From an optimization exercise on the open Yosys and OpenROAD flow, aimed at small area, a short achievable clock period and few clock cycles per item; shortcuts taken in it are not production practice.
RTL that was checked went through simulation tests only; none was proved equivalent to the original.
For runs 1 and 6, only the layout was checked, not whether the RTL still works.
Power is estimated from default activity; no workload was simulated.

===== flow/design.v =====
`default_nettype none
package dtpg_pkg;
  localparam int MAX_DIM   = 1024;
  localparam int DIM_W     = 11;
  localparam int COORD_W   = 10;
  localparam int COLOR_W   = 16;
  localparam int STRIDE_W  = 12;
  localparam int ADDR_W    = 21;
  localparam int CFG_IDX_W = 3;
  localparam int CFG_DAT_W = 16;
  localparam int BAR_IDX_W = 3;
  localparam int BAR_CNT_W = 7;
  localparam logic [CFG_IDX_W-1:0] REG_MODE   = 3'd0;
  localparam logic [CFG_IDX_W-1:0] REG_SOLID  = 3'd1;
  localparam logic [CFG_IDX_W-1:0] REG_WIDTH  = 3'd2;
  localparam logic [CFG_IDX_W-1:0] REG_HEIGHT = 3'd3;
  localparam logic [CFG_IDX_W-1:0] REG_STRIDE = 3'd4;
  typedef struct packed {
    logic       qr;     
    logic       rp;     
    logic       norm;   
    logic       xs_a;   
    logic       xs_b;   
    logic       dbl;    
    logic       addx;   
    logic [3:0] bidx_n;   
  } seq_t;
  function automatic logic [COLOR_W-1:0] bar_color(input logic [BAR_IDX_W-1:0] idx);
    case (idx)
      3'd0:    bar_color = 16'hf800;
      3'd1:    bar_color = 16'h07e0;
      3'd2:    bar_color = 16'h001f;
      3'd3:    bar_color = 16'hffe0;
      3'd4:    bar_color = 16'hf81f;
      3'd5:    bar_color = 16'h07ff;
      3'd6:    bar_color = 16'hffff;
      default: bar_color = 16'h0000;
    endcase
  endfunction
endpackage
`default_nettype wire
`default_nettype none
module dtpg_div #(
  parameter int QW = 8,
  parameter int RW = 10
) (
  input  wire logic          clk,
  input  wire logic          clr,
  input  wire logic          dbl,
  input  wire logic          step,
  input  wire logic          rp,
  input  wire logic          cin,
  input  wire logic [RW-1:0] d,
  output logic      [QW-1:0] q
);
  logic [QW-1:0] q_r, sq_r, q_n, qa, qb, q_hi, q_lo, q_d;
  logic [RW-1:0] r_r, sr_r, r_n, s1, r_hi, r_lo;
  logic [RW:0]   srd_r, x2, s2;
  logic          c2, ge, co1, co2;
  dtpg_add #(.N(RW))   u_s1 (.a(r_r), .b(sr_r), .ci(1'b0), .s(s1), .co(co1));
  dtpg_add #(.N(RW+1)) u_s2 (.a({1'b0, r_r}), .b(x2), .ci(c2), .s(s2), .co(co2));
  always_comb begin
    x2 = ({(RW+1){dbl}} & {2'b11, ~d[RW-1:1]}) |
         ({(RW+1){rp}}  & {1'b1, ~d}) |
         ({(RW+1){!dbl && !rp}} & srd_r);
    c2 = dbl ? !(d[0] && !cin) : rp;
    ge = !s2[RW];
    qa = q_r + sq_r;
    qb = q_r + sq_r + 1'b1;
    r_hi = dbl ? {s2[RW-2:0], cin ^ d[0]} : s2[RW-1:0];
    r_lo = dbl ? {r_r[RW-2:0], cin} : s1;
    q_hi = dbl ? {q_r[QW-2:0], 1'b1} : qb;
    q_lo = dbl ? {q_r[QW-2:0], 1'b0} : qa;
    r_n  = ge ? r_hi : r_lo;
    q_n  = ge ? q_hi : q_lo;
  end
  always_comb begin
    if (clr)               q_d = '0;
    else if (dbl || step)  q_d = q_n;
    else                   q_d = q_r;
  end
  always_ff @(posedge clk) begin
    q_r <= q_d;
    if (clr) begin
      r_r <= '0;
    end else if (dbl || step) begin
      r_r <= r_n;
    end
    if (rp) begin
      sq_r  <= q_r;
      sr_r  <= r_r;
      srd_r <= s2;
    end
  end
  assign q = q_r;
endmodule
`default_nettype wire
`default_nettype none
module dtpg_add #(
  parameter int N = 11
) (
  input  wire logic [N-1:0] a,
  input  wire logic [N-1:0] b,
  input  wire logic         ci,
  output logic      [N-1:0] s,
  output logic              co
);
  localparam int L = $clog2(N);
  logic [N-1:0] g [0:L];
  logic [N-1:0] p [0:L];
  logic [N-1:0] h;
  always_comb begin
    h    = a ^ b;
    g[0] = a & b;
    p[0] = h;
    g[0][0] = (a[0] & b[0]) | (h[0] & ci);
    for (int l = 1; l <= L; l++) begin
      for (int i = 0; i < N; i++) begin
        if (i >= (1 << (l - 1))) begin
          g[l][i] = g[l-1][i] | (p[l-1][i] & g[l-1][i - (1 << (l - 1))]);
          p[l][i] = p[l-1][i] & p[l-1][i - (1 << (l - 1))];
        end else begin
          g[l][i] = g[l-1][i];
          p[l][i] = p[l-1][i];
        end
      end
    end
    s[0] = h[0] ^ ci;
    for (int i = 1; i < N; i++) s[i] = h[i] ^ g[L][i-1];
    co = g[L][N-1];
  end
endmodule
`default_nettype wire
`default_nettype none
import dtpg_pkg::*;
module dtpg_ctrl (
  input  wire logic                  clk,
  input  wire logic                  rst_n,
  input  wire logic                  cfg_we,
  input  wire logic [CFG_IDX_W-1:0]  cfg_index,
  input  wire logic                  in_tvalid,
  output logic                       in_tready,
  input  wire logic                  in_restart,
  input  wire logic                  out_free,
  output logic                       emit,        
  output logic                       emit_rst,    
  output dtpg_pkg::seq_t             seq
);
  logic       v0_r, v1_r, e0_r, e1_r;
  logic       push, head_rst;
  logic       wr_dim, wr_stride;
  logic       idle_r, qr_r, rp_r, norm_r, xs_r, addx_r;
  logic [4:0] cnt_r, cnt_n;
  assign in_tready = !v1_r;
  assign push      = in_tvalid && !v1_r;
  assign head_rst  = v0_r && e0_r;
  assign emit      = idle_r && v0_r && out_free;
  assign emit_rst  = e0_r;
  always_ff @(posedge clk) begin
    if (!rst_n) begin
      v0_r <= 1'b0;
      v1_r <= 1'b0;
    end else begin
      if (emit) begin
        v0_r <= v1_r || push;
        v1_r <= 1'b0;
      end else if (push) begin
        v0_r <= 1'b1;
        v1_r <= v0_r;
      end
    end
    if (emit) begin
      e0_r <= v1_r ? e1_r : in_restart;
    end else if (push && !v0_r) begin
      e0_r <= in_restart;
    end
    if (push) e1_r <= in_restart;
  end
  assign wr_dim    = cfg_we && (cfg_index == REG_WIDTH || cfg_index == REG_HEIGHT);
  assign wr_stride = cfg_we && (cfg_index == REG_STRIDE) && !qr_r && !rp_r;
  logic idle_n, qr_n, rp_n, norm_n, xs_n, addx_n;
  always_comb begin
    {idle_n, qr_n, rp_n, norm_n, xs_n, addx_n} = {idle_r, qr_r, rp_r, norm_r, xs_r, addx_r};
    cnt_n = cnt_r;
    if (!rst_n || wr_dim) begin
      {idle_n, qr_n, rp_n, norm_n, xs_n, addx_n} = 6'b010000;
      cnt_n = 5'd7;
    end else if (wr_stride) begin
      {idle_n, qr_n, rp_n, norm_n, xs_n, addx_n} = 6'b000100;
    end else begin
      if (qr_r || xs_r) cnt_n = cnt_r - 1'b1;
      if (qr_r && cnt_r == 5'd0) begin
        qr_n = 1'b0;
        rp_n = 1'b1;
      end
      if (rp_r) begin
        rp_n   = 1'b0;
        idle_n = head_rst;
        norm_n = !head_rst;
      end
      if (norm_r) begin
        norm_n = 1'b0;
        idle_n = head_rst;
        xs_n   = !head_rst;
        cnt_n  = 5'd20;
      end
      if (xs_r) begin
        if (head_rst) begin
          xs_n   = 1'b0;
          idle_n = 1'b1;
        end else if (cnt_r == 5'd0) begin
          xs_n   = 1'b0;
          addx_n = 1'b1;
        end
      end
      if (addx_r) begin
        addx_n = 1'b0;
        idle_n = 1'b1;
      end
    end
  end
  logic xsa_r, xsb_r, dbl_r;
  always_ff @(posedge clk) begin
    cnt_r <= cnt_n;
    {idle_r, qr_r, rp_r, norm_r, xs_r, addx_r} <= {idle_n, qr_n, rp_n, norm_n, xs_n, addx_n};
    xsa_r <= xs_n && cnt_n[0];
    xsb_r <= xs_n && !cnt_n[0];
    dbl_r <= qr_n || (xs_n && cnt_n[0]);
  end
  always_comb begin
    seq.qr     = qr_r;
    seq.rp     = rp_r;
    seq.norm   = norm_r;
    seq.xs_a   = xsa_r;
    seq.xs_b   = xsb_r;
    seq.dbl    = dbl_r;
    seq.addx   = addx_r;
    seq.bidx_n = cnt_n[4:1];
  end
endmodule
`default_nettype wire
`default_nettype none
import dtpg_pkg::*;
module dtpg_dp (
  input  wire logic                  clk,
  input  wire logic                  rst_n,
  input  wire logic                  cfg_we,
  input  wire logic [CFG_IDX_W-1:0]  cfg_index,
  input  wire logic [CFG_DAT_W-1:0]  cfg_wdata,
  input  wire logic                  emit,
  input  wire logic                  emit_rst,
  input  dtpg_pkg::seq_t             seq,
  output logic                       out_tvalid,
  input  wire logic                  out_tready,
  output logic                       out_free,
  output logic [63:0]                out_tdata,
  output logic                       out_tlast
);
  logic [1:0]           mode_r;
  logic [COLOR_W-1:0]   solid_r;
  logic [COORD_W-1:0]   wm1_r, hm1_r;
  logic [STRIDE_W-1:0]  stride_r;
  logic [COORD_W-1:0]   wr_m1;
  logic                 wr_dim;
  always_comb begin
    if (cfg_wdata[DIM_W-1:0] == '0) wr_m1 = '0;
    else if (cfg_wdata[COORD_W])    wr_m1 = COORD_W'(MAX_DIM - 1);
    else                            wr_m1 = cfg_wdata[COORD_W-1:0] - 1'b1;
  end
  assign wr_dim = cfg_we && (cfg_index == REG_WIDTH || cfg_index == REG_HEIGHT);
  always_ff @(posedge clk) begin
    if (!rst_n) begin
      mode_r   <= 2'd0;
      solid_r  <= 16'h001f;
      wm1_r    <= 10'd319;
      hm1_r    <= 10'd239;
      stride_r <= 12'd320;
    end else if (cfg_we) begin
      case (cfg_index)
        REG_MODE:   mode_r   <= cfg_wdata[1:0];
        REG_SOLID:  solid_r  <= cfg_wdata;
        REG_WIDTH:  wm1_r    <= wr_m1;
        REG_HEIGHT: hm1_r    <= wr_m1;
        REG_STRIDE: stride_r <= cfg_wdata[STRIDE_W-1:0];
        default:    ;
      endcase
    end
  end
  logic [BAR_CNT_W-1:0] bwm1;
  logic [COORD_W-1:0]   wm1_m7;
  assign wm1_m7 = wm1_r - 10'd7;
  always_ff @(posedge clk) bwm1 <= (wm1_r < 10'd7) ? '0 : wm1_m7[COORD_W-1:3];
  logic [COORD_W-1:0] x_r, y_r, x_n, y_n;
  logic               eol_r, eof_r, last_r, fresh_r, valid_r;
  logic               xbit_r, ybit_r;
  logic               upd, adv, kill, xbit, ybit;
  logic [COORD_W:0]   y_inc;
  logic               xwrap, ywrap;
  assign xbit  = xbit_r;
  assign ybit  = ybit_r;
  assign upd   = emit || cfg_we;
  assign adv   = upd && !fresh_r;      
  assign kill  = emit && emit_rst;     
  assign y_inc = {1'b0, y_r} + 1'b1;
  assign xwrap = (x_r > wm1_r);
  assign ywrap = xwrap ? (y_inc > {1'b0, hm1_r}) : (y_r > hm1_r);
  always_comb begin
    x_n = x_r;
    y_n = y_r;
    if (kill) begin
      x_n = '0;
      y_n = '0;
    end else if (adv) begin
      x_n = eol_r ? '0 : x_inc;
      if (eol_r) y_n = eof_r ? '0 : y_inc[COORD_W-1:0];
    end else if (seq.norm) begin
      if (xwrap) x_n = '0;
      if (ywrap) y_n = '0;
      else if (xwrap) y_n = y_inc[COORD_W-1:0];
    end
  end
  logic [COORD_W-1:0] x_inc;
  logic               w_is1, h_is1, eq_x, eq_xp1, eq_y, eq_yp1, eol_n, eof_n;
  always_comb begin
    x_inc  = x_r + 1'b1;
    w_is1  = (wm1_r == '0);
    h_is1  = (hm1_r == '0);
    eq_x   = (x_r == wm1_r);
    eq_xp1 = (x_inc == wm1_r);
    eq_y   = (y_r == hm1_r);
    eq_yp1 = (y_inc[COORD_W-1:0] == hm1_r);
    if (kill)          eol_n = w_is1;
    else if (adv)      eol_n = eol_r ? w_is1 : eq_xp1;
    else if (seq.norm) eol_n = xwrap ? w_is1 : eq_x;
    else               eol_n = eq_x;
    if (kill)                eof_n = h_is1;
    else if (adv && eol_r)   eof_n = eof_r ? h_is1 : eq_yp1;
    else if (adv)            eof_n = eq_y;
    else if (seq.norm)       eof_n = ywrap ? h_is1 : xwrap ? eq_yp1 : eq_y;
    else                     eof_n = eq_y;
  end
  always_ff @(posedge clk) begin
    if (!rst_n) begin
      x_r     <= '0;
      y_r     <= '0;
      eol_r   <= 1'b0;
      eof_r   <= 1'b0;
      last_r  <= 1'b0;
      fresh_r <= 1'b1;
      valid_r <= 1'b0;
    end else begin
      x_r   <= x_n;
      y_r   <= y_n;
      eol_r  <= eol_n;
      eof_r  <= eof_n;
      last_r <= eol_n && eof_n;
      if (cfg_we)     fresh_r <= 1'b1;
      else if (emit)  fresh_r <= 1'b0;
      if (emit)            valid_r <= 1'b1;
      else if (out_tready) valid_r <= 1'b0;
    end
  end
  always_ff @(posedge clk) begin
    xbit_r <= (seq.bidx_n < 4'd10) && x_r[seq.bidx_n];
    ybit_r <= (seq.bidx_n < 4'd10) && y_r[seq.bidx_n];
  end
  logic [7:0] rq, gq;
  dtpg_div #(.QW(8), .RW(COORD_W)) u_red (
    .clk  (clk),
    .clr  (!rst_n || wr_dim || kill || (adv && eol_r) || seq.norm || w_is1),
    .dbl  (seq.dbl),
    .step ((adv && !eol_r) || (seq.xs_b && xbit)),
    .rp   (seq.rp),
    .cin  (seq.qr),
    .d    (wm1_r),
    .q    (rq)
  );
  dtpg_div #(.QW(8), .RW(COORD_W)) u_green (
    .clk  (clk),
    .clr  (!rst_n || wr_dim || kill || (adv && eol_r && eof_r) || seq.norm || h_is1),
    .dbl  (seq.dbl),
    .step ((adv && eol_r && !eof_r) || (seq.xs_b && ybit)),
    .rp   (seq.rp),
    .cin  (seq.qr),
    .d    (hm1_r),
    .q    (gq)
  );
  logic [BAR_IDX_W-1:0] bq_r;
  logic [BAR_CNT_W-1:0] bc_r;
  logic [BAR_CNT_W+1:0] bt;
  logic                 beq, bge;
  always_comb begin
    beq = (bc_r == bwm1);
    bt  = {1'b0, bc_r, xbit} - {2'b00, bwm1} - 1'b1;
    bge = !bt[BAR_CNT_W+1];
  end
  logic [BAR_IDX_W-1:0] bq_d;
  always_comb begin
    bq_d = bq_r;
    if (kill || (adv && eol_r) || seq.norm) bq_d = '0;
    else if (seq.xs_a)                      bq_d = bq_r[2] ? 3'd7 : {bq_r[1:0], bge};
    else if (adv && bq_r != 3'd7)           bq_d = bq_r + {2'b00, beq};
  end
  always_ff @(posedge clk) begin
    bq_r <= bq_d;
    if (kill || (adv && eol_r) || seq.norm) begin
      bc_r <= '0;
    end else if (seq.xs_a) begin
      bc_r <= bge ? bt[BAR_CNT_W-1:0] : {bc_r[BAR_CNT_W-2:0], xbit};
    end else if (adv) begin
      bc_r <= beq ? '0 : bc_r + 1'b1;
    end
  end
  logic [ADDR_W-1:0] rb_r, addr_r, rb_a, rb_b, rb_s;
  always_comb begin
    rb_a = seq.xs_a ? {rb_r[ADDR_W-2:0], 1'b0} : rb_r;
    if (seq.addx)                rb_b = ADDR_W'(x_r);
    else if (seq.xs_a && !ybit)  rb_b = '0;
    else                         rb_b = ADDR_W'(stride_r);
  end
  logic rb_co;
  dtpg_add #(.N(ADDR_W)) u_rb (.a(rb_a), .b(rb_b), .ci(1'b0), .s(rb_s), .co(rb_co));
  always_ff @(posedge clk) begin
    if (kill || (adv && eol_r && eof_r) || seq.norm) rb_r <= '0;
    else if ((adv && eol_r) || seq.xs_a)            rb_r <= rb_s;
    if (kill || (adv && eol_r && eof_r))  addr_r <= '0;
    else if ((adv && eol_r) || seq.addx)  addr_r <= rb_s;
    else if (adv)                         addr_r <= addr_r + 1'b1;
  end
  logic                is_grad, is_bar, is_solid;
  logic [COLOR_W-1:0]  color, pal;
  always_comb begin
    is_grad  = (mode_r == 2'd1);
    is_bar   = (mode_r == 2'd2);
    is_solid = !is_grad && !is_bar;
    pal      = dtpg_pkg::bar_color(bq_r);
    color    = ({COLOR_W{is_grad}}  & {rq[7:3], gq[7:2], ~rq[7:3]}) |
               ({COLOR_W{is_bar}}   & pal) |
               ({COLOR_W{is_solid}} & solid_r);
  end
  assign out_free   = !valid_r || out_tready;
  assign out_tvalid = valid_r;
  assign out_tdata  = {7'd0, addr_r, y_r, x_r, color};
  assign out_tlast  = last_r;
endmodule
`default_nettype wire
`default_nettype none
import dtpg_pkg::*;
module display_test_pattern_generator (
  input  wire logic                           clk,
  input  wire logic                           rst_n,
  input  wire logic                           cfg_we,
  input  wire logic [dtpg_pkg::CFG_IDX_W-1:0] cfg_index,
  input  wire logic [dtpg_pkg::CFG_DAT_W-1:0] cfg_wdata,
  input  wire logic                           in_tvalid,
  output logic                                in_tready,
  input  wire logic [7:0]                     in_tdata,    
  output logic                                out_tvalid,
  input  wire logic                           out_tready,
  output logic [63:0]                         out_tdata,
  output logic                                out_tlast    
);
  logic           out_free, emit, emit_rst;
  dtpg_pkg::seq_t seq;
  dtpg_ctrl u_ctrl (
    .clk        (clk),
    .rst_n      (rst_n),
    .cfg_we     (cfg_we),
    .cfg_index  (cfg_index),
    .in_tvalid  (in_tvalid),
    .in_tready  (in_tready),
    .in_restart (in_tdata[0]),
    .out_free   (out_free),
    .emit       (emit),
    .emit_rst   (emit_rst),
    .seq        (seq)
  );
  dtpg_dp u_dp (
    .clk        (clk),
    .rst_n      (rst_n),
    .cfg_we     (cfg_we),
    .cfg_index  (cfg_index),
    .cfg_wdata  (cfg_wdata),
    .emit       (emit),
    .emit_rst   (emit_rst),
    .seq        (seq),
    .out_tvalid (out_tvalid),
    .out_tready (out_tready),
    .out_free   (out_free),
    .out_tdata  (out_tdata),
    .out_tlast  (out_tlast)
  );
endmodule
`default_nettype wire

===== flow/run.sh =====
#!/bin/bash
# synth_recipe.tcl (not shown) runs the flow's synth.tcl, then flattens the netlist and writes it again
# the make line also repeats each setting of config.mk as NAME=value (left out here)
make -C /OpenROAD-flow-scripts/flow DESIGN_CONFIG=/design/flow/config.mk WORK_HOME=/design/flow/orfs CLKGATE_MAP_FILE= SYNTH_SCRIPT=/design/flow/synth_recipe.tcl finish

===== flow/config.mk =====
export PLATFORM = sky130hd
export DESIGN_NAME = display_test_pattern_generator
export DESIGN_NICKNAME = display_test_pattern_generator
export VERILOG_FILES = /design/flow/design.v
export SDC_FILE = /design/flow/constraint.sdc
export NUM_CORES = 4
export LEC_CHECK = 0
export ABC_CLOCK_PERIOD_IN_PS = 3000
export CAP_MARGIN = 20
export CORE_MARGIN = 2
export CORE_UTILIZATION = 40
export SETUP_SLACK_MARGIN = 3.0
export SLEW_MARGIN = 20

===== flow/constraint.sdc =====
create_clock -name core_clock -period 7.5 [get_ports {clk}]
set_input_delay 1.5000 -clock core_clock [delete_from_list [all_inputs] [get_ports {clk}]]
set_output_delay 1.5000 -clock core_clock [all_outputs]
set_load 0.01 [all_outputs]

==> metrics.yaml, run 1 <==
run_status:
  status: "timing/DRC/antenna clean"
detailed_routing:
  wl_um: 46500
  wl_per_cell_um: 18.14
  drtAntennaViolNets: 0
  vias: 14447
  drc: 0
  vias_per_cell: 5.637
  drt-pass1-iter-count: 5
  drt-initial-drc-count: 954
cts:
  cts-buffers-inserted: 31
  cts_tree: "built"
  clkSlewWorstSetupHoldPaths_ns: 0.06
  cts_sinks: 248
  clock_latency_ns: 0.57
  cts_max_path_buffers: 3
  cts-htree-levels: 1
  clockRootBuffer: "clkbuf_16"
  ctsHoldBuffers: 0
place:
  port_buffers: 84
  gp_congestion: 0.8572
  place_inst: 2497
  hpwl_um: 33870
critical_path:
  end_kind: "flip-flop"
  max_stage_delay_ns: 0.76
  critical_path_arrival_ns: 4.92
  startpoint_type: "primary input"
  critical_path.cell_chain: "clkdlybuf4s50_1 -> nand2b_1 -> nor2b_1 -> o211a_2 -> a21oi_1 -> nand2b_2 -> or3_2 -> a221oi_1 -> o21a_1"
  cp_max_fo: 21
  cpMaxStageDelayCell: "or3_2"
  worstSetupPathType: "primary input to flip-flop"
  worstPathRequired_ns: 8.02
power:
  leakagePower_nw: 7.533
  ir_drop_mv: 0.1931
  powerDensity_nw_per_um2: 194.1
  p_total_mw: 3.638
min_path:
  holdCritPathClass: "flip-flop to flip-flop"
final_layout:
  layout_commonest_cell: "nand2_1"
  antenna_cells: 0
  n_fill_cell: 3956
  nets: 2163
  multi_input_area_um2: 10060
  regArea_um2: 5575
  drive_gt1_share_pct: 6.893
  final_cells: 2563
  final_cell_mix: "nand2_1, dfxtp_1, a21oi_1, nor2_1, ha_1"
  syn_to_final_growth_pct: 14.36
synth:
  async_flop_share_pct: 0
  ys_seq_elements: 248
  synth_edf_count: 60
  ys_types: 82
  ys_top_cells_by_area: "dfxtp_1, edfxtp_1, ha_1, nand2_1, a21oi_1"
  ys_warn_count: 12
  syn_area_um2: 16390
  postSynthAreaPerCell_um2: 8.313
  seq_area_frac_synth_pct: 33.96
  synth.top_cell.area_share_pct: 22.97
  synth_cells: 1971
  synth_top_area_cell: "dfxtp_1"
  ys.flop_type: "dfxtp_1"
timing:
  fin_crit_sh_pct: 58.73
  slew_headroom_pct: 24.30
  layout_min_cycle_time_ns: 4.404
  worst_slew_pin_slew_ns: 1.128
  clock_skew_ns: 0.01254
  max_freq_ghz: 0.2270
  tns_ns: 0
  report.final.slew_viol_count: 0
  rsz0062_at_grt: "yes"
  fin_hold_ws_ns: 0.4652
  hold_viol_final: 0
  setup_viol: 0
global_route:
  grt_pass1_vias: 13697
  track_usage_pct: 21.36
  grt_pass1_wl_um: 72770
  grt_max_degree: 63
  gr-total-overflow: 0
  antenna_found_initial: 2
floorplan:
  die-width_um: 206.4
  start_util_pct: 40.31
  rows: 74
  dieArea_um2: 42600
  ioPinCount: 99
  core_area_um2: 40650
  floorplan.die.height_um: 206.4
flow_run:
  max_cap_viol_count: 0
## flip-flops by register name, summed over array words and instances (netlist names), 10 cells and up
signal and flops:
u_dp.u_green.sr_r 10, u_dp.u_red.r_r 10, u_dp.u_red.srd_r 11, u_dp.x_r 10, u_dp.rb_r 21, u_dp.u_green.srd_r 11
u_dp.u_red.sr_r 10, u_dp.hm1_r 10, u_dp.y_r 10, u_dp.stride_r 12, u_dp.u_green.r_r 10, u_dp.solid_r 16
u_dp.wm1_r 10, u_dp.addr_r 21
## worst paths after layout
path,startpoint,end,slack (ns),depth (start not counted)
setup reg to reg,u_ctrl.qr_r$_DFF_P_,u_dp.u_red.q_r[5]$_SDFFE_PP0P_,3.20,15
setup / recovery,out_tready,u_dp.u_green.r_r[0]$_SDFFE_PP0P_,3.10,9
hold reg to reg,u_dp.rb_r[1]$_SDFFE_PP0P_,u_dp.rb_r[1]$_SDFFE_PP0P_,0.47,2
hold / removal,u_dp.rb_r[1]$_SDFFE_PP0P_,u_dp.rb_r[1]$_SDFFE_PP0P_,0.47,2
## layer usage
| metal | global-route usage [%] | wire length (um) | vias up |
|---|---|---|---|
| met5 | 0 | 11 | - |
| met4 | 7.526 | 1707 | 2 |
| met3 | 2.854 | 1956 | 88 |
| met2 | 36.00 | 21630 | 304 |
| met1 | 27.91 | 21200 | 6865 |
| li1 | - | - | 7188 |
## area by class of cell
class	instances	share of cell area, %
Inverter	95	1.950
Clock buffer	40	4.707
Sequential cell	248	29.75
Multi-Input combinational cell	1525	53.71
Timing Repair Buffer	106	5.488
Tap cell	532	3.552
Clock inverter	17	0.8413
## Yosys cell counts, types with 28 or more instances
master and instances:
clkbuf_1 85, nand3_1 65, edfxtp_1 60, a21o_1 28
nor3_1 38, nand2_1 256, xor2_1 45, ha_1 114
o21ai_0 78, nor2_1 127, a21oi_1 149, o21ai_1 56
dfxtp_1 188, inv_1 91, xnor2_1 75
## cell families after synthesis
| logic type | Yosys count | synth area share [%] |
|---|---|---|
| xor+xnor | 120 | 6.414 |
| compound gates | 554 | 21.97 |
| simple gates | 666 | 19.19 |
| other cells | 1 | 0.02289 |
| mux | 52 | 3.459 |
| buf+inv | 206 | 5.055 |
| fa+ha+maj | 124 | 9.927 |
| flops | 248 | 33.96 |
## repair_timing
| action | 4_1_cts | 5_1_grt |
|---|---|---|
| resized for setup | 6 | 17 |
| cloned | 0 | 2 |
| endpoints found under the setup margin | 14 | 30 |
| setup buffers | 0 | 7 |
| pin swaps | 0 | 2 |
## power breakdown
part	switching, mW	total [mW]	internal [mW]
clock network	0.643	1.52	0.877
logic	0.352	0.615	0.264
registers	0.0729	1.50	1.43
## metrics by stage
stage               utilization, %  worst slack, ns  area (um^2)
floorplan                        -            3.069        16410
global placement             43.18            2.285        17550
detailed placement           43.18            2.276        17550
CTS                          45.78            3.056        18610
global route                 46.10            2.873        18740
finish                       46.10            3.096        18740
## critical path, delay by kind of cell
family,cells,cell delay (ns)
and+or+nand+nor,4,1.58
buffers and inverters,1,0.39
AOI/OAI and AO/OA,4,1.43
==> run 2: changes to the inputs <==
--- a/flow/design.v
+++ b/flow/design.v
@@ -105,7 +105,7 @@
   output logic      [N-1:0] s,
   output logic              co
 );
-  localparam int L = $clog2(N);
+  localparam int L = (N <= 2) ? 1 : (N <= 4) ? 2 : (N <= 8) ? 3 : (N <= 16) ? 4 : 5;
   logic [N-1:0] g [0:L];
   logic [N-1:0] p [0:L];
   logic [N-1:0] h;
==> run 2 against run 1 <==
Final cell count did not move. Maximum frequency did not move. Total power did not move. Critical path depth did not move. Die area did not move. Worst setup slack did not move. Combinational power barely moved. Clock skew did not move. Non-clock buffer count did not move. Critical path type unchanged. Largest cell class unchanged.
==> metrics.yaml, run 2 <==
timing:
  fin_crit_sh_pct: 58.73
  tns_ns: 0
  layout_min_cycle_time_ns: 4.404
  max_freq_ghz: 0.2270
  rsz0062_at_grt: "yes"
  slew_headroom_pct: 24.30
  clock_skew_ns: 0.01254
  report.final.slew_viol_count: 0
  setup_viol: 0
  hold_viol_final: 0
  worst_slew_pin_slew_ns: 1.128
floorplan:
  floorplan.die.height_um: 206.4
  core_area_um2: 40650
  ioPinCount: 99
  rows: 74
  dieArea_um2: 42600
  die-width_um: 206.4
  start_util_pct: 40.31
final_layout:
  layout_commonest_cell: "nand2_1"
  drive_gt1_share_pct: 6.893
  top_regs: "u_dp.addr_r (21), u_dp.rb_r (21), u_dp.solid_r (16)"
  syn_to_final_growth_pct: 14.36
  final_cells: 2563
  final_cell_mix: "nand2_1, dfxtp_1, a21oi_1, nor2_1, ha_1"
  nets: 2163
  finish.utilization_pct: 46.10
  antenna_cells: 0
power:
  p_int_mw: 2.571
  pwr-share-clk_pct: 41.8
  power_frac_comb_pct: 16.9
  powerDensity_nw_per_um2: 194.1
  ir_drop_mv: 0.1931
  seqPwrFrac_pct: 41.3
  p_total_mw: 3.638
  switching_share_pct: 29.34
  leakagePower_nw: 7.533
  switchingPower_mw: 1.067
cts:
  cts_tree: "built"
  clockRootBuffer: "clkbuf_16"
  cts-buffers-inserted: 31
  cts-htree-levels: 1
  cts_max_path_buffers: 3
  cts_sinks: 248
  clock_latency_ns: 0.57
  clkSlewWorstSetupHoldPaths_ns: 0.06
  ctsHoldBuffers: 0
critical_path:
  max_stage_delay_ns: 0.76
  end_kind: "flip-flop"
  cp_max_fo: 21
  critical_path.cell_chain: "clkdlybuf4s50_1 -> nand2b_1 -> nor2b_1 -> o211a_2 -> a21oi_1 -> nand2b_2 -> or3_2 -> a221oi_1 -> o21a_1"
  worstPathRequired_ns: 8.02
  critical_path_arrival_ns: 4.92
  startpoint_type: "primary input"
  worstSetupPathType: "primary input to flip-flop"
  cpMaxStageDelayCell: "or3_2"
detailed_routing:
  wl_met1_um: 21200
  vias_per_cell: 5.637
  drt-initial-drc-count: 954
  wl_met3_um: 1956
  vias: 14447
  wl_per_cell_um: 18.14
  drtAntennaViolNets: 0
  drt-pass1-iter-count: 5
  drc: 0
  top_layer_used: "met5"
  wl_met2_um: 21630
  wl_um: 46500
min_path:
  holdCritPathClass: "flip-flop to flip-flop"
place:
  gp_congestion: 0.8572
  port_buffers: 84
  place_inst: 2497
  hpwl_um: 33870
synth:
  seq_area_frac_synth_pct: 33.96
  yosysMostFrequentCell: "nand2_1"
  ys_types: 82
  ys.flop_type: "dfxtp_1"
  ys_warn_count: 12
  syn_area_um2: 16390
  synth.top_cell.area_share_pct: 22.97
  synth_top_area_cell: "dfxtp_1"
  synth_edf_count: 60
  async_flop_share_pct: 0
  ys_seq_elements: 248
  ys_top_cells_by_area: "dfxtp_1, edfxtp_1, ha_1, nand2_1, a21oi_1"
  postSynthAreaPerCell_um2: 8.313
  ys_top_cells_by_count: "nand2_1, dfxtp_1, a21oi_1, nor2_1, ha_1"
  synth_cells: 1971
run_status:
  status: "timing/DRC/antenna clean"
global_route:
  antenna_found_initial: 2
  grt_pass1_vias: 13697
  grt_pass1_wl_um: 72770
  grt_max_degree: 63
  gr-total-overflow: 0
  track_usage_pct: 21.36
flow_run:
  max_cap_viol_count: 0
-- run 2: cell counts in the layout (fill, tap and decap cells not counted) --
No cell type changed its count.
-- run 2: routing by layer --
| layer | track usage [%] | vias to the layer above |
|---|---|---|
| met3 | 2.854 | 88 |
| met5 | 0 | - |
| met2 | 36.00 | 304 |
| met1 | 27.91 | 6865 |
| li1 | - | 7188 |
| met4 | 7.526 | 2 |
-- run 2: stage by stage --
stage               worst slack, ns  instance area (um^2)  hold slack [ns]
global placement              2.285                 17550           0.4479
finish                        3.096                 18740           0.4652
CTS                           3.056                 18610           0.4668
global route                  2.873                 18740           0.4848
detailed placement            2.276                 17550           0.4585
floorplan                     3.069                 16410           0.4368
-- run 2: path summary, 6_finish.rpt --
kind	start	to	slack, ns	depth (start not counted)
setup / recovery	out_tready	u_dp.u_green.r_r[0]$_SDFFE_PP0P_	3.10	9
hold / removal	u_dp.rb_r[1]$_SDFFE_PP0P_	u_dp.rb_r[1]$_SDFFE_PP0P_	0.47	2
setup reg to reg	u_ctrl.qr_r$_DFF_P_	u_dp.u_red.q_r[5]$_SDFFE_PP0P_	3.20	15
hold reg to reg	u_dp.rb_r[1]$_SDFFE_PP0P_	u_dp.rb_r[1]$_SDFFE_PP0P_	0.47	2
-- run 2: final cells by class --
cell class	instances	area (um^2)
inverter	95	365.4
sequential	248	5575
fill	3956	21910
tap	532	665.6
multi-input combinational	1525	10060
clock inverter	17	157.7
timing repair buffer	106	1028
clock buffer	40	882.1
-- run 2: kinds of logic after synthesis --
logic type      share of synthesized area, %
buf+inv                                5.055
simple gates                           19.19
xor+xnor                               6.414
other cells                          0.02289
flops                                  33.96
mux                                    3.459
compound gates                         21.97
fa+ha+maj                              9.927
-- run 2: timing repair --
| item | CTS | global route |
|---|---|---|
| buffers inserted | 0 | 7 |
| cloned | 0 | 2 |
| endpoints found under the setup margin | 14 | 30 |
| gates resized for setup | 6 | 17 |
| pin swaps | 0 | 2 |
-- run 2: critical path: cells and delay by family --
kind	cells	cell delay, ns
buffers and inverters	1	0.39
AO/OA/AOI/OAI	4	1.43
AND/OR/NAND/NOR	4	1.58
-- run 2: power by group through the flow --
stage / Combinational, mW / Clock (mW) / Sequential (mW)
after global placement: 0.579 / 0 / 1.53
final: 0.615 / 1.52 / 1.50
after CTS: 0.601 / 1.55 / 1.50
after detailed placement: 0.595 / 0 / 1.53
after global routing: 0.693 / 1.60 / 1.51
after floorplan: 0.475 / 0 / 1.50
Testbench counts of run 2, summed over its fixed seeds: cycles 29,984, items 29,696.
==> run 3: changes to the inputs <==
--- a/flow/config.mk
+++ b/flow/config.mk
@@ -9,5 +9,5 @@
 export CAP_MARGIN = 20
 export CORE_MARGIN = 2
 export CORE_UTILIZATION = 40
-export SETUP_SLACK_MARGIN = 3.0
+export SETUP_SLACK_MARGIN = 4.6
 export SLEW_MARGIN = 20
==> run 3 against run 2 <==
Highest routed layer unchanged. Sequential power is essentially flat. Maximum frequency grew 23%. Final area grew 20%. Via count grew 9.3%. Largest cell class unchanged.
==> metrics.yaml, run 3 <==
critical_path:
  worstSetupPathType: "flip-flop to flip-flop"
  critical_path_arrival_ns: 4.04
  max_stage_delay_ns: 0.40
  cpMaxStageDelayCell: "fa_2"
  cp_max_fo: 5
  critical_path.cell_chain: "buf_6 -> nor2_4 -> buf_6 -> buf_6 -> a21o_1 -> fa_2 -> fa_2 -> nor2b_4 -> o2111ai_4 -> a31oi_4 -> mux2i_2 -> or2_4 -> buf_12 -> nand4_4 -> nor4_4 -> xnor2_1 -> a211oi_2"
  worstPathRequired_ns: 7.96
  cpMostUsedCell: "buf_6"
  worst_r2r_startpoint: "u_ctrl.dbl_r$_DFF_P_"
  startpoint_type: "flip-flop"
  end_kind: "flip-flop"
  startpoint: "u_ctrl.dbl_r$_DFF_P_"
run_status:
  status: "timing/DRC/antenna clean"
final_layout:
  layout_commonest_cell: "nand2_1"
  top_regs: "u_dp.addr_r (21), u_dp.rb_r (21), u_dp.solid_r (16)"
  final_cells: 2752
  final_cell_mix: "nand2_1, dfxtp_1, buf_4, a21oi_1, nor2_1"
  finish.utilization_pct: 55.22
  fin_area_um2: 22440
  nets: 2350
  n_fill_cell: 3559
  drive_gt1_share_pct: 28.13
  syn_to_final_growth_pct: 36.97
synth:
  ys_types: 82
  async_flop_share_pct: 0
  synth_top_area_cell: "dfxtp_1"
  ys_warn_count: 12
  syn_area_um2: 16390
  synth_edf_count: 60
  yosysMostFrequentCell: "nand2_1"
  ys_top_cells_by_count: "nand2_1, dfxtp_1, a21oi_1, nor2_1, ha_1"
  seq_area_frac_synth_pct: 33.96
  synth.top_cell.area_share_pct: 22.97
  ys_top_cells_by_area: "dfxtp_1, edfxtp_1, ha_1, nand2_1, a21oi_1"
  synth_cells: 1971
  postSynthAreaPerCell_um2: 8.313
  ys_seq_elements: 248
  ys.flop_type: "dfxtp_1"
detailed_routing:
  drtAntennaViolNets: 0
  drt-initial-drc-count: 1211
  wl_um: 53910
  vias_per_cell: 5.738
  drt-pass1-iter-count: 5
  vias: 15790
  drc: 0
  wl_per_cell_um: 19.59
floorplan:
  core_area_um2: 40650
  ioPinCount: 99
  floorplan.die.height_um: 206.4
  die-width_um: 206.4
  start_util_pct: 40.31
  dieArea_um2: 42600
  rows: 74
timing:
  setup_slack_ns: 3.924
  layout_min_cycle_time_ns: 3.576
  hold_viol_final: 0
  setup_viol: 0
  tns_ns: 0
  max_freq_ghz: 0.2796
  fin_hold_ws_ns: 0.4678
  worst_slew_pin_slew_ns: 1.069
  report.final.slew_viol_count: 0
  clock_skew_ns: 0.01334
  rsz0062_at_grt: "yes"
  fin_crit_sh_pct: 47.68
  slew_headroom_pct: 28.05
power:
  p_total_mw: 3.922
  pwr-share-clk_pct: 38.0
  power_frac_comb_pct: 23.7
  switchingPower_mw: 1.156
  p_int_mw: 2.766
  seqPwrFrac_pct: 38.3
  leakagePower_nw: 9.221
  switching_share_pct: 29.48
  ir_drop_mv: 0.1766
  powerDensity_nw_per_um2: 174.7
place:
  place_inst: 2491
  hpwl_um: 34280
  post_dp_cell_area_um2: 18040
  pre_cts_ws_ns: 2.511
  port_buffers: 84
  gp_congestion: 0.8212
cts:
  clockRootBuffer: "clkbuf_16"
  cts_max_path_buffers: 3
  cts-htree-levels: 1
  cts-buffers-inserted: 30
  clock_latency_ns: 0.58
  clkSlewWorstSetupHoldPaths_ns: 0.06
  cts_tree: "built"
  cts_sinks: 248
min_path:
  min_from: "u_dp.solid_r[15]$_SDFFE_PN0P_"
  holdCritPathClass: "flip-flop to flip-flop"
global_route:
  grt_pass1_vias: 15008
  antenna_found_initial: 3
  track_usage_pct: 24.50
  grt_pass1_wl_um: 83210
  grt_max_degree: 61
  gr-total-overflow: 0
flow_run:
  max_cap_viol_count: 0
run 3: cell count changes in the layout (fill, tap and decap cells not counted), sizes merged, moves of 2 or more:
cell and delta:
buf +203, clkdlybuf4s50 -75, dlygate4sd2 +43, clkbuf +8, clkdlybuf4s15 +6, bufbuf +3
clkinvlp -3, diode +2, inv -2
run 3: repair_timing:
action	CTS	global route
setup buffers	140	49
resized for setup	443	159
pin swaps	124	104
gates cloned	12	2
endpoints found under the setup margin	227	134
hold buffers	0	0
hold endpoints to repair	0	0
run 3: area by class of cell:
cell class                      count  area [um^2]  share of cell area (%)
Antenna cell                        2        5.005                 0.02230
Clock buffer                       44        885.9                   3.947
Clock inverter                     12        112.6                  0.5017
Inverter                           95        384.1                   1.711
Multi-Input combinational cell   1527        11750                   52.34
Sequential cell                   248         5680                   25.31
Tap cell                          532        665.6                   2.966
Timing Repair Buffer              291         2955                   13.17
Timing Repair inverter              1        8.758                 0.03902
run 3: power by group through the flow:
stage                     logic, mW  clock network, mW  registers (mW)
after floorplan               0.519                  0            1.50
after global placement        0.603                  0            1.53
after detailed placement      0.619                  0            1.53
after CTS                     0.809               1.51            1.50
after global routing           1.01               1.57            1.51
final                         0.929               1.49            1.50
run 3: worst max-delay path, delay by kind of cell (launching register included):
kind | cells | cell delay (ns)
buffers and inverters | 4 | 0.44
adder cells (fa/ha/maj) | 2 | 0.78
flip-flops | 1 | 0.36
AND/OR/NAND/NOR | 5 | 0.79
AO/OA/AOI/OAI | 4 | 0.63
multiplexers | 1 | 0.25
XOR/XNOR | 1 | 0.17
run 3: routing by layer:
layer	part of all wire, %	up-vias	GRT usage [%]
met1	44	7646	32.61
met5	0.022	-	0
li1	-	7575	-
met3	5.5	110	3.516
met2	48	457	40.43
met4	3.2	2	8.571
run 3: path summary, 6_finish.rpt:
path | slack (ns) | cells after the start | to
max reg2reg | 3.92 | 17 | u_dp.u_green.q_r[7]$_SDFFE_PP0P_
max | 3.92 | 17 | u_dp.u_green.q_r[7]$_SDFFE_PP0P_
min | 0.47 | 2 | u_dp.solid_r[15]$_SDFFE_PN0P_
min reg2reg | 0.47 | 2 | u_dp.solid_r[15]$_SDFFE_PN0P_
run 3: cells by family after synthesis:
| kind of cell | share of synthesized area (%) |
|---|---|
| other | 0.02289 |
| AND/OR/NAND/NOR | 19.19 |
| XOR/XNOR | 6.414 |
| flip-flops | 33.96 |
| AO/OA/AOI/OAI | 21.97 |
| adder cells (fa/ha/maj) | 9.927 |
| multiplexers | 3.459 |
| buffers and inverters | 5.055 |
==> run 4: changes to the inputs <==
--- a/flow/config.mk
+++ b/flow/config.mk
@@ -5,9 +5,8 @@
 export SDC_FILE = /design/flow/constraint.sdc
 export NUM_CORES = 4
 export LEC_CHECK = 0
-export ABC_CLOCK_PERIOD_IN_PS = 3000
 export CAP_MARGIN = 20
 export CORE_MARGIN = 2
 export CORE_UTILIZATION = 40
-export SETUP_SLACK_MARGIN = 4.6
+export SETUP_SLACK_MARGIN = 3.9
 export SLEW_MARGIN = 20
==> run 4 against run 3 <==
Via count decreased by 5.8%. Final area down 12%. First-iteration DRC count decreased by 9.7%. Highest routed layer is now met4.
==> metrics.yaml, run 4 <==
run_status:
  status: "timing/DRC/antenna clean"
critical_path:
  reg2reg_slack_ns: 3.89
  reg2reg_depth: 15
  end_kind: "output pin"
  r2r-end: "u_dp.u_red.q_r[5]$_SDFFE_PP0P_"
  max_stage_delay_ns: 0.33
  cpMostUsedCell: "buf_4"
  cp_max_fo: 6
  critical_path.cell_chain: "inv_2 -> ha_4 -> buf_4 -> buf_4 -> a221o_1 -> dlygate4sd2_1"
  worstPathRequired_ns: 6.00
  startpoint_type: "flip-flop"
  worst_r2r_startpoint: "u_ctrl.rp_r$_SDFF_PP0_"
  cpMaxStageDelayCell: "dfxtp_2"
  critical_path_arrival_ns: 2.14
  worstSetupPathType: "flip-flop to output pin"
floorplan:
  start_util_pct: 40.31
  core_area_um2: 40650
  floorplan.die.height_um: 206.4
  dieArea_um2: 42600
  rows: 74
  die-width_um: 206.4
  ioPinCount: 99
final_layout:
  layout_commonest_cell: "nand2_1"
  top_regs: "u_dp.addr_r (21), u_dp.rb_r (21), u_dp.solid_r (16)"
  drive_gt1_share_pct: 12.78
  final_cell_mix: "nand2_1, dfxtp_1, a21oi_1, nor2_1, ha_1"
  antenna_cells: 0
  nets: 2199
  syn_to_final_growth_pct: 20.53
  fin_area_um2: 19750
power:
  ir_drop_mv: 0.1572
  powerDensity_nw_per_um2: 192.3
  p_total_mw: 3.797
  leakagePower_nw: 7.916
global_route:
  grt_max_degree: 64
  track_usage_pct: 23.08
  antenna_found_initial: 0
  grt_pass1_vias: 14215
  grt_pass1_wl_um: 78000
  gr-total-overflow: 0
detailed_routing:
  vias: 14875
  wl_met1_um: 22000
  wl_um: 49710
  wl_met3_um: 2314
  drt-pass1-iter-count: 5
  wl_per_cell_um: 19.13
  top_layer_used: "met4"
  drt-initial-drc-count: 1093
  drc: 0
  wl_met2_um: 23230
  vias_per_cell: 5.726
  drtAntennaViolNets: 0
cts:
  cts_tree: "built"
  clockRootBuffer: "clkbuf_16"
  cts-buffers-inserted: 30
  cts-htree-levels: 1
  cts_max_path_buffers: 3
  cts_sinks: 248
  clkSlewWorstSetupHoldPaths_ns: 0.06
  clock_latency_ns: 0.59
  ctsHoldBuffers: 0
synth:
  synth-simple-area-share_pct: 19.19
  ys_top_cells_by_area: "dfxtp_1, edfxtp_1, ha_1, nand2_1, a21oi_1"
  synth-compound-area-share_pct: 21.97
  syn_area_um2: 16390
  synth.top_cell.area_share_pct: 22.97
  ys_seq_elements: 248
  seq_area_frac_synth_pct: 33.96
  async_flop_share_pct: 0
  synthAdderAreaFrac_pct: 9.927
  synthMuxAreaShare_pct: 3.459
  ys_top_cells_by_count: "nand2_1, dfxtp_1, a21oi_1, nor2_1, ha_1"
  postSynthAreaPerCell_um2: 8.313
  synth_edf_count: 60
  ys_warn_count: 12
  synthXorXnorAreaFrac_pct: 6.414
  synth_top_area_cell: "dfxtp_1"
  ys_types: 82
  synth_cells: 1971
  synth_top_family_by_area: "compound AO/OA/AOI/OAI gates"
  ys.flop_type: "dfxtp_1"
  yosysMostFrequentCell: "nand2_1"
place:
  post_dp_cell_area_um2: 17600
  gp_congestion: 0.8662
  hpwl_um: 34170
  port_buffers: 84
timing:
  tns_ns: 0
  worst_slew_pin_slew_ns: 1.072
  layout_min_cycle_time_ns: 3.639
  fin_crit_sh_pct: 48.52
  max_freq_ghz: 0.2748
  clock_skew_ns: 0.03559
  fin_hold_ws_ns: 0.4648
  rsz0062_at_grt: "yes"
  report.final.slew_viol_count: 0
  setup_viol: 0
  slew_headroom_pct: 27.85
  hold_viol_final: 0
min_path:
  hold_path_end: "u_dp.solid_r[10]$_SDFFE_PN0P_"
  min_from: "u_dp.solid_r[10]$_SDFFE_PN0P_"
  holdCritPathClass: "flip-flop to flip-flop"
  holdPathStages: 2
flow_run:
  max_cap_viol_count: 0
-- run 4: cell counts after synthesis --
No cell type changed its count.
-- run 4: logic make-up after synthesis --
| family | count (synthesis) |
|---|---|
| compound gates | 554 |
| fa+ha+maj | 124 |
| xor+xnor | 120 |
| other cells | 1 |
| simple gates | 666 |
| flops | 248 |
| buf+inv | 206 |
| mux | 52 |
-- run 4: how the worst max path moves through the flow --
stage / from / endpoint / slack, ns / cells after the start
5_1_grt: u_ctrl.rp_r$_SDFF_PP0_ / u_dp.u_red.q_r[5]$_SDFFE_PP0P_ / 3.76 / 15
3_5_place_dp: out_tready / u_dp.u_green.r_r[0]$_SDFFE_PP0P_ / 2.23 / 9
3_3_place_gp: out_tready / u_dp.u_green.r_r[0]$_SDFFE_PP0P_ / 2.29 / 9
6_report: u_dp.mode_r[0]$_SDFFE_PN0P_ / out_tdata[10] / 3.86 / 6
4_1_cts: u_ctrl.dbl_r$_DFF_P_ / u_dp.u_red.q_r[5]$_SDFFE_PP0P_ / 3.85 / 15
2_1_floorplan: u_ctrl.rp_r$_SDFF_PP0_ / u_dp.u_red.q_r[5]$_SDFFE_PP0P_ / 3.64 / 15
-- run 4: layout make-up --
cell class,count,area [um^2]
inverters,95,377.9
clock inverters,12,183.9
clock buffers,43,882.1
flip-flops and latches,248,5604
multi-input cells,1526,10570
repair buffers,142,1466
well taps,532,665.6
fillers,3854,20900
-- run 4: report_power, final --
| part | total (mW) | switching, mW | internal (mW) |
|---|---|---|---|
| logic | 0.713 | 0.389 | 0.324 |
| clock network | 1.58 | 0.623 | 0.956 |
| registers | 1.51 | 0.0745 | 1.43 |
-- run 4: metal layers --
metal | GRT usage (%) | vias up
li1 | - | 7270
met1 | 30.39 | 7101
met2 | 38.59 | 394
met3 | 2.491 | 110
met4 | 9.133 | 0
met5 | 0 | -
-- run 4: worst max-delay path, delay by kind of cell (launching register included) --
family                     cells  cell delay, ns
adders and majority gates      1            0.23
AOI/OAI and AO/OA              1            0.32
buffers and inverters          4            0.67
DFF                            1            0.33
-- run 4: repair_timing --
action / 4_1_cts / 5_1_grt
setup endpoints to repair: 108 / 79
buffers inserted: 22 / 23
pin swaps: 16 / 25
resized for setup: 108 / 62
gates cloned: 4 / 1
-- run 4: stage by stage --
step	util, %	setup WS [ns]	std cells
after floorplan	-	3.643	1977
after global placement	43.30	2.290	2493
after detailed placement	43.30	2.230	2493
after CTS	47.55	3.849	2574
after global routing	48.59	3.759	2598
final	48.59	3.861	2598
==> run 5: changes to the inputs <==
--- a/flow/config.mk
+++ b/flow/config.mk
@@ -5,8 +5,9 @@
 export SDC_FILE = /design/flow/constraint.sdc
 export NUM_CORES = 4
 export LEC_CHECK = 0
+export ABC_CLOCK_PERIOD_IN_PS = 2500
 export CAP_MARGIN = 20
 export CORE_MARGIN = 2
 export CORE_UTILIZATION = 40
-export SETUP_SLACK_MARGIN = 3.9
+export SETUP_SLACK_MARGIN = 4.2
 export SLEW_MARGIN = 20
==> run 5 against run 4 <==
Synthesized area did not move. Critical path type is now flip-flop to flip-flop. Sequential power barely moved. Still clean. Critical path depth rose by 11. Clock-buffer cell count fell by 5. Maximum frequency rose by 3.9%. Sequential share of layout area fell by 1.3 points. Synthesized cell count did not move. Hold slack improved by 0.0026 ns. Flip-flop and latch count did not move. Combinational power rose by 16%. Total power rose by 5.2%. Non-clock buffer count rose by 65.
==> metrics.yaml, run 5 <==
synth:
  ys.flop_type: "dfxtp_1"
  ys_seq_elements: 248
  ys_types: 82
  synth.top_cell.area_share_pct: 22.97
  ys_top_cells_by_count: "nand2_1, dfxtp_1, a21oi_1, nor2_1, ha_1"
  async_flop_share_pct: 0
  postSynthAreaPerCell_um2: 8.313
  seq_area_frac_synth_pct: 33.96
  synth_top_area_cell: "dfxtp_1"
  synth_edf_count: 60
  ys_top_cells_by_area: "dfxtp_1, edfxtp_1, ha_1, nand2_1, a21oi_1"
  synth_cells: 1971
  yosysMostFrequentCell: "nand2_1"
  ys_warn_count: 12
  syn_area_um2: 16390
floorplan:
  core_area_um2: 40650
  die-width_um: 206.4
  rows: 74
  floorplan.die.height_um: 206.4
  start_util_pct: 40.31
  ioPinCount: 99
  dieArea_um2: 42600
power:
  ir_drop_mv: 0.1785
  pwr-share-clk_pct: 41.7
  seqPwrFrac_pct: 37.7
  p_int_mw: 2.808
  power_frac_comb_pct: 20.7
  switching_share_pct: 29.72
  leakagePower_nw: 8.434
  powerDensity_nw_per_um2: 191.8
  switchingPower_mw: 1.188
cts:
  cts-htree-levels: 1
  cts-buffers-inserted: 31
  clock_latency_ns: 0.61
  clkSlewWorstSetupHoldPaths_ns: 0.07
  clockRootBuffer: "clkbuf_16"
  cts_max_path_buffers: 3
  cts_tree: "built"
  ctsHoldBuffers: 0
  cts_sinks: 248
global_route:
  grt_pass1_wl_um: 79990
  grt_pass1_vias: 14514
  antenna_found_initial: 1
  track_usage_pct: 23.65
  grt_max_degree: 61
  gr-total-overflow: 0
timing:
  slew_headroom_pct: 45.91
  fin_crit_sh_pct: 46.69
  tns_ns: 0
  report.final.slew_viol_count: 0
  setup_viol: 0
  rsz0062_at_grt: "yes"
  layout_min_cycle_time_ns: 3.502
  clock_skew_ns: 0.02526
  max_freq_ghz: 0.2856
  hold_viol_final: 0
  worst_slew_pin_slew_ns: 0.8083
flow_run:
  max_cap_viol_count: 0
final_layout:
  fin_area_um2: 20830
  top_regs: "u_dp.addr_r (21), u_dp.rb_r (21), u_dp.solid_r (16)"
  syn_to_final_growth_pct: 27.11
  layout_commonest_cell: "nand2_1"
  final_cell_mix: "nand2_1, dfxtp_1, a21oi_1, nor2_1, ha_1"
  n_fill_cell: 3774
  drive_gt1_share_pct: 19.55
  nets: 2270
  finish.utilization_pct: 51.24
critical_path:
  startpoint_type: "flip-flop"
  reg2reg_depth: 17
  worstSetupPathType: "flip-flop to flip-flop"
  r2r-end: "u_dp.u_green.q_r[5]$_SDFFE_PP0P_"
  cp_max_fo: 4
  critical_path_arrival_ns: 4.02
  end_kind: "flip-flop"
  worstPathRequired_ns: 8.02
  worst_r2r_startpoint: "u_ctrl.rp_r$_SDFF_PP0_"
  reg2reg_slack_ns: 4.00
detailed_routing:
  vias: 15430
  wl_um: 52040
  vias_per_cell: 5.777
  drc: 0
  drt-initial-drc-count: 1113
  drt-pass1-iter-count: 5
  drtAntennaViolNets: 0
  wl_per_cell_um: 19.48
place:
  hpwl_um: 33800
  post_dp_cell_area_um2: 17700
  gp_congestion: 0.8726
  port_buffers: 84
run_status:
  status: "timing/DRC/antenna clean"
min_path:
  holdPathStages: 2
  min_from: "u_dp.rb_r[1]$_SDFFE_PP0P_"
  holdCritPathClass: "flip-flop to flip-flop"
  hold_path_end: "u_dp.rb_r[1]$_SDFFE_PP0P_"
-- run 5: cell counts after synthesis --
No cell type changed its count.
-- run 5: metal layers --
metal / vias up / track usage, % / wire length, um
met3: 116 / 3.422 / 3139
met5: - / 0 / 0
li1: 7424 / - / -
met2: 501 / 39.29 / 24170
met4: 0 / 7.474 / 1735
met1: 7389 / 31.55 / 23000
-- run 5: power groups by stage --
stage / Clock [mW] / Sequential [mW] / Combinational [mW]
2_1_floorplan: 0 / 1.50 / 0.515
3_3_place_gp: 0 / 1.53 / 0.602
3_5_place_dp: 0 / 1.53 / 0.615
4_1_cts: 1.69 / 1.50 / 0.706
5_1_grt: 1.74 / 1.51 / 0.899
6_report: 1.67 / 1.51 / 0.825
-- run 5: final cells by class --
| cell class | instances | area, um^2 | share of cell area (%) |
|---|---|---|---|
| sequential | 248 | 5632 | 27.04 |
| clock buffer | 38 | 895.9 | 4.301 |
| timing repair buffer | 207 | 2012 | 9.659 |
| timing repair inverter | 1 | 11.26 | 0.05406 |
| multi-input combinational | 1530 | 10990 | 52.75 |
| tap | 532 | 665.6 | 3.196 |
| antenna | 1 | 2.502 | 0.01201 |
| clock inverter | 19 | 241.5 | 1.159 |
| inverter | 95 | 380.4 | 1.826 |
-- run 5: cells by family (layout without fill, tap and decap cells) --
kind of cell / Yosys count / count (layout) / share of synthesized area [%]
flops: 248 / 248 / 33.96
fa+ha+maj: 124 / 124 / 9.927
simple gates: 666 / 671 / 19.19
compound gates: 554 / 556 / 21.97
mux: 52 / 52 / 3.459
xor+xnor: 120 / 120 / 6.414
buf+inv: 206 / 360 / 5.055
other cells: 1 / 8 / 0.02289
-- run 5: what timing repair did --
item                                    4_1_cts  5_1_grt
setup buffers                                63       45
cloned                                        7        4
pin swaps                                    44       66
endpoints found under the setup margin      147      100
gates resized for setup                     208      114
-- run 5: metrics by stage --
stage / cells / power [mW] / hold WS (ns) / setup slack (ns)
final: 2671 / 3.996 / 0.4674 / 3.998
after global routing: 2671 / 4.152 / 0.4865 / 3.839
after global placement: 2493 / 2.132 / 0.4521 / 2.304
after detailed placement: 2493 / 2.148 / 0.4580 / 2.267
after CTS: 2620 / 3.898 / 0.4685 / 3.998
after floorplan: 1977 / 2.019 / 0.4368 / 3.643
-- run 5: worst max path at each step --
stage	start	endpoint	slack, ns	depth (start not counted)
after detailed placement	out_tready	u_dp.u_green.r_r[0]$_SDFFE_PP0P_	2.27	10
final	u_ctrl.rp_r$_SDFF_PP0_	u_dp.u_green.q_r[5]$_SDFFE_PP0P_	4.00	17
after floorplan	u_ctrl.rp_r$_SDFF_PP0_	u_dp.u_red.q_r[5]$_SDFFE_PP0P_	3.64	15
after global placement	out_tready	u_dp.u_green.r_r[0]$_SDFFE_PP0P_	2.30	10
after global routing	u_ctrl.qr_r$_DFF_P_	u_dp.u_green.q_r[5]$_SDFFE_PP0P_	3.84	16
after CTS	u_dp.mode_r[0]$_SDFFE_PN0P_	out_tdata[2]	4.00	6
-- run 5: worst max-delay path, stage by stage (launching register included) --
cell,delay (ns)
dfxtp_4,0.38
buf_6,0.11
nor2_4,0.06
buf_4,0.15
a21o_1,0.17
fa_2,0.38
fa_2,0.41
nor2b_4,0.17
o2111ai_4,0.16
a31oi_4,0.24
mux2i_2,0.24
or2_4,0.20
buf_12,0.11
nand4_4,0.09
buf_6,0.16
nor2_4,0.08
xor2_1,0.08
a211oi_1,0.22
==> run 6: changes to the inputs <==
--- a/flow/design.v
+++ b/flow/design.v
@@ -18,6 +18,7 @@
   typedef struct packed {
     logic       qr;     
     logic       rp;     
+    logic       rp2;    
     logic       norm;   
     logic       xs_a;   
     logic       xs_b;   
@@ -49,6 +50,7 @@
   input  wire logic          dbl,
   input  wire logic          step,
   input  wire logic          rp,
+  input  wire logic          rp2,
   input  wire logic          cin,
   input  wire logic [RW-1:0] d,
   output logic      [QW-1:0] q
@@ -60,10 +62,8 @@
   dtpg_add #(.N(RW))   u_s1 (.a(r_r), .b(sr_r), .ci(1'b0), .s(s1), .co(co1));
   dtpg_add #(.N(RW+1)) u_s2 (.a({1'b0, r_r}), .b(x2), .ci(c2), .s(s2), .co(co2));
   always_comb begin
-    x2 = ({(RW+1){dbl}} & {2'b11, ~d[RW-1:1]}) |
-         ({(RW+1){rp}}  & {1'b1, ~d}) |
-         ({(RW+1){!dbl && !rp}} & srd_r);
-    c2 = dbl ? !(d[0] && !cin) : rp;
+    x2 = dbl ? {2'b11, ~d[RW-1:1]} : srd_r;
+    c2 = dbl ? !(d[0] && !cin) : rp2;
     ge = !s2[RW];
     qa = q_r + sq_r;
     qb = q_r + sq_r + 1'b1;
@@ -89,6 +89,8 @@
     if (rp) begin
       sq_r  <= q_r;
       sr_r  <= r_r;
+      srd_r <= {1'b1, ~d};
+    end else if (rp2) begin
       srd_r <= s2;
     end
   end
@@ -149,7 +151,7 @@
   logic       v0_r, v1_r, e0_r, e1_r;
   logic       push, head_rst;
   logic       wr_dim, wr_stride;
-  logic       idle_r, qr_r, rp_r, norm_r, xs_r, addx_r;
+  logic       idle_r, qr_r, rp_r, rp2_r, norm_r, xs_r, addx_r;
   logic [4:0] cnt_r, cnt_n;
   assign in_tready = !v1_r;
   assign push      = in_tvalid && !v1_r;
@@ -177,16 +179,16 @@
     if (push) e1_r <= in_restart;
   end
   assign wr_dim    = cfg_we && (cfg_index == REG_WIDTH || cfg_index == REG_HEIGHT);
-  assign wr_stride = cfg_we && (cfg_index == REG_STRIDE) && !qr_r && !rp_r;
-  logic idle_n, qr_n, rp_n, norm_n, xs_n, addx_n;
+  assign wr_stride = cfg_we && (cfg_index == REG_STRIDE) && !qr_r && !rp_r && !rp2_r;
+  logic idle_n, qr_n, rp_n, rp2_n, norm_n, xs_n, addx_n;
   always_comb begin
-    {idle_n, qr_n, rp_n, norm_n, xs_n, addx_n} = {idle_r, qr_r, rp_r, norm_r, xs_r, addx_r};
+    {idle_n, qr_n, rp_n, rp2_n, norm_n, xs_n, addx_n} = {idle_r, qr_r, rp_r, rp2_r, norm_r, xs_r, addx_r};
     cnt_n = cnt_r;
     if (!rst_n || wr_dim) begin
-      {idle_n, qr_n, rp_n, norm_n, xs_n, addx_n} = 6'b010000;
+      {idle_n, qr_n, rp_n, rp2_n, norm_n, xs_n, addx_n} = 7'b0100000;
       cnt_n = 5'd7;
     end else if (wr_stride) begin
-      {idle_n, qr_n, rp_n, norm_n, xs_n, addx_n} = 6'b000100;
+      {idle_n, qr_n, rp_n, rp2_n, norm_n, xs_n, addx_n} = 7'b0000100;
     end else begin
       if (qr_r || xs_r) cnt_n = cnt_r - 1'b1;
       if (qr_r && cnt_r == 5'd0) begin
@@ -194,7 +196,11 @@
         rp_n = 1'b1;
       end
       if (rp_r) begin
-        rp_n   = 1'b0;
+        rp_n  = 1'b0;
+        rp2_n = 1'b1;
+      end
+      if (rp2_r) begin
+        rp2_n  = 1'b0;
         idle_n = head_rst;
         norm_n = !head_rst;
       end
@@ -222,7 +228,7 @@
   logic xsa_r, xsb_r, dbl_r;
   always_ff @(posedge clk) begin
     cnt_r <= cnt_n;
-    {idle_r, qr_r, rp_r, norm_r, xs_r, addx_r} <= {idle_n, qr_n, rp_n, norm_n, xs_n, addx_n};
+    {idle_r, qr_r, rp_r, rp2_r, norm_r, xs_r, addx_r} <= {idle_n, qr_n, rp_n, rp2_n, norm_n, xs_n, addx_n};
     xsa_r <= xs_n && cnt_n[0];
     xsb_r <= xs_n && !cnt_n[0];
     dbl_r <= qr_n || (xs_n && cnt_n[0]);
@@ -230,6 +236,7 @@
   always_comb begin
     seq.qr     = qr_r;
     seq.rp     = rp_r;
+    seq.rp2    = rp2_r;
     seq.norm   = norm_r;
     seq.xs_a   = xsa_r;
     seq.xs_b   = xsb_r;
@@ -371,6 +378,7 @@
     .dbl  (seq.dbl),
     .step ((adv && !eol_r) || (seq.xs_b && xbit)),
     .rp   (seq.rp),
+    .rp2  (seq.rp2),
     .cin  (seq.qr),
     .d    (wm1_r),
     .q    (rq)
@@ -381,6 +389,7 @@
     .dbl  (seq.dbl),
     .step ((adv && eol_r && !eof_r) || (seq.xs_b && ybit)),
     .rp   (seq.rp),
+    .rp2  (seq.rp2),
     .cin  (seq.qr),
     .d    (hm1_r),
     .q    (gq)
--- a/flow/config.mk
+++ b/flow/config.mk
@@ -5,9 +5,8 @@
 export SDC_FILE = /design/flow/constraint.sdc
 export NUM_CORES = 4
 export LEC_CHECK = 0
-export ABC_CLOCK_PERIOD_IN_PS = 2500
 export CAP_MARGIN = 20
 export CORE_MARGIN = 2
 export CORE_UTILIZATION = 40
-export SETUP_SLACK_MARGIN = 4.2
+export SETUP_SLACK_MARGIN = 3.8
 export SLEW_MARGIN = 20
==> run 6 against run 5 <==
Still clean on timing, DRC and antenna. Critical path depth decreased by 9. Combinational power rose by about 20%. Clock power is 13% lower. Global-route usage is 2.4 points lower. Clock-buffer cell count up 10. Flip-flop and latch count grew 1. Non-clock buffer count decreased by 82. Hold slack worse by 0.0033 ns. Synthesized area is 2.4% higher. Critical endpoint is now u_dp.u_red.r_r[1]$_SDFFE_PP0P_. Largest cell class unchanged.
==> metrics.yaml, run 6 <==
run_status:
  status: "timing/DRC/antenna clean"
cts:
  cts-htree-levels: 1
  cts_tree: "built"
  ctsHoldBuffers: 0
  clock_latency_ns: 0.58
  cts-buffers-inserted: 30
synth:
  async_flop_share_pct: 0
  ys.flop_type: "dfxtp_1"
  synth_cells: 1986
  yosysMostFrequentCell: "nand2_1"
  synth.top_cell.area_share_pct: 22.78
  synth_edf_count: 58
  seq_area_frac_synth_pct: 33.16
  ys_top_cells_by_area: "dfxtp_1, edfxtp_1, ha_1, nand2_1, a21oi_1"
  ys_warn_count: 12
  ys_types: 95
  postSynthAreaPerCell_um2: 8.451
  ys_seq_elements: 249
  syn_area_um2: 16780
critical_path:
  r2r-end: "u_dp.u_red.r_r[0]$_SDFFE_PP0P_"
  startpoint: "out_tready"
  reg2reg_depth: 15
  end_kind: "flip-flop"
  reg2reg_slack_ns: 3.96
  cp_max_fo: 14
  startpoint_type: "primary input"
  worst_r2r_startpoint: "u_ctrl.dbl_r$_DFF_P_"
  critical_path_arrival_ns: 4.05
  cpMaxStageDelayCell: "or3_1"
  worstSetupPathType: "primary input to flip-flop"
final_layout:
  layout_commonest_cell: "nand2_1"
  final_cells: 2611
  top_regs: "u_dp.addr_r (21), u_dp.rb_r (21), u_dp.solid_r (16)"
  drive_gt1_share_pct: 11.01
  fin_area_um2: 19630
  finish.utilization_pct: 47.11
  multi_input_area_um2: 10850
  syn_to_final_growth_pct: 16.94
  regArea_um2: 5594
timing:
  clock_skew_ns: 0.01313
  tns_ns: 0
  setup_viol: 0
  hold_viol_final: 0
  report.final.slew_viol_count: 0
  rsz0062_at_grt: "yes"
  fin_hold_ws_ns: 0.4641
  layout_min_cycle_time_ns: 3.606
  fin_crit_sh_pct: 48.08
floorplan:
  core_area_um2: 41670
  start_util_pct: 40.28
  ioPinCount: 99
  rows: 75
  floorplan.die.height_um: 208.8
detailed_routing:
  vias_per_cell: 5.686
  drt-pass1-iter-count: 5
  wl_met3_um: 2416
  wl_um: 47450
  wl_met2_um: 22310
  drt-initial-drc-count: 906
  wl_met1_um: 21490
power:
  powerDensity_nw_per_um2: 203.3
  p_total_mw: 3.990
  leakagePower_nw: 7.744
min_path:
  holdCritPathClass: "flip-flop to flip-flop"
global_route:
  track_usage_pct: 21.28
  grt_max_degree: 62
  grt_pass1_wl_um: 76110
place:
  gp_congestion: 0.8756
  place_inst: 2526
  pre_cts_ws_ns: 1.861
  post_dp_cell_area_um2: 18000
==> run 6: changes by cell type after synthesis, moves of 9 or more <==
cell and delta:
nand2b_1 +10, nand2_1 -22, o21ai_1 -15, a22oi_1 +10
mux2i_1 +27, a211oi_1 +10, mux2_2 +16, o221ai_1 -21
nand3_1 -9
==> run 6: critical path, delay by kind of cell <==
kind | cells | cell delay [ns]
and+or+nand+nor | 4 | 1.52
AOI/OAI and AO/OA | 3 | 0.52
buffers and inverters | 1 | 0.50
==> run 6: how the worst min path moves through the flow <==
stage,from,to,slack (ns),cells past startpoint
6_report,u_dp.solid_r[5]$_SDFFE_PN0P_,u_dp.solid_r[5]$_SDFFE_PN0P_,0.46,2
5_1_grt,u_dp.solid_r[7]$_SDFFE_PN0P_,u_dp.solid_r[7]$_SDFFE_PN0P_,0.49,2
4_1_cts,u_dp.solid_r[5]$_SDFFE_PN0P_,u_dp.solid_r[5]$_SDFFE_PN0P_,0.47,2
3_5_place_dp,u_dp.rb_r[5]$_SDFFE_PP0P_,u_dp.rb_r[5]$_SDFFE_PP0P_,0.46,2
3_3_place_gp,u_dp.solid_r[5]$_SDFFE_PN0P_,u_dp.solid_r[5]$_SDFFE_PN0P_,0.45,2
2_1_floorplan,u_dp.rb_r[0]$_SDFFE_PP0P_,u_dp.rb_r[0]$_SDFFE_PP0P_,0.44,2
==> run 6: power breakdown <==
| group | internal (mW) | switching [mW] | leakage [nW] |
|---|---|---|---|
| registers | 1.45 | 0.0891 | 2.09 |
| clock network | 0.849 | 0.603 | 0.486 |
| logic | 0.462 | 0.532 | 5.17 |
| total | 2.77 | 1.22 | 7.74 |
==> run 6: layer usage <==
layer | GRT usage [%] | vias to the layer above
met4 | 6.724 | 0
met2 | 35.91 | 377
met5 | 0 | -
met1 | 28.03 | 7080
li1 | - | 7303
met3 | 3.126 | 85
==> run 6: cell type report <==
type | count | area share (%)
clock buffers | 48 | 4.749
diodes | 1 | 0.01275
clock inverters | 7 | 0.2614
flip-flops and latches | 249 | 28.50
multi-input cells | 1558 | 55.27
inverters | 84 | 1.626
repair buffers | 125 | 6.146
well taps | 539 | 3.436
==> run 6: kinds of logic (layout without fill, tap and decap cells) <==
logic type	Yosys count	count (layout)	synth area share (%)
flops	249	249	33.16
xor+xnor	123	123	6.531
other cells	1	8	0.02234
buf+inv	186	264	4.473
compound gates	533	533	20.80
simple gates	680	681	19.60
mux	90	90	5.725
fa+ha+maj	124	124	9.691
==> run 6: repair_timing <==
action,CTS,global route
setup buffers,17,11
endpoints found under the setup margin,109,67
gates resized for setup,67,41
endpoints found under the hold margin,0,0
gates cloned,1,0
pin swaps,4,12

Re-timed with assumed drivers on the ports (clkbuf_16 on the clock, buf_2 on other inputs), run 6 has 3.854 ns of setup slack against 3.894 ns with ideal ports, and 3.291 ns once port delays also move by the mid clock arrival of 0.629 ns.
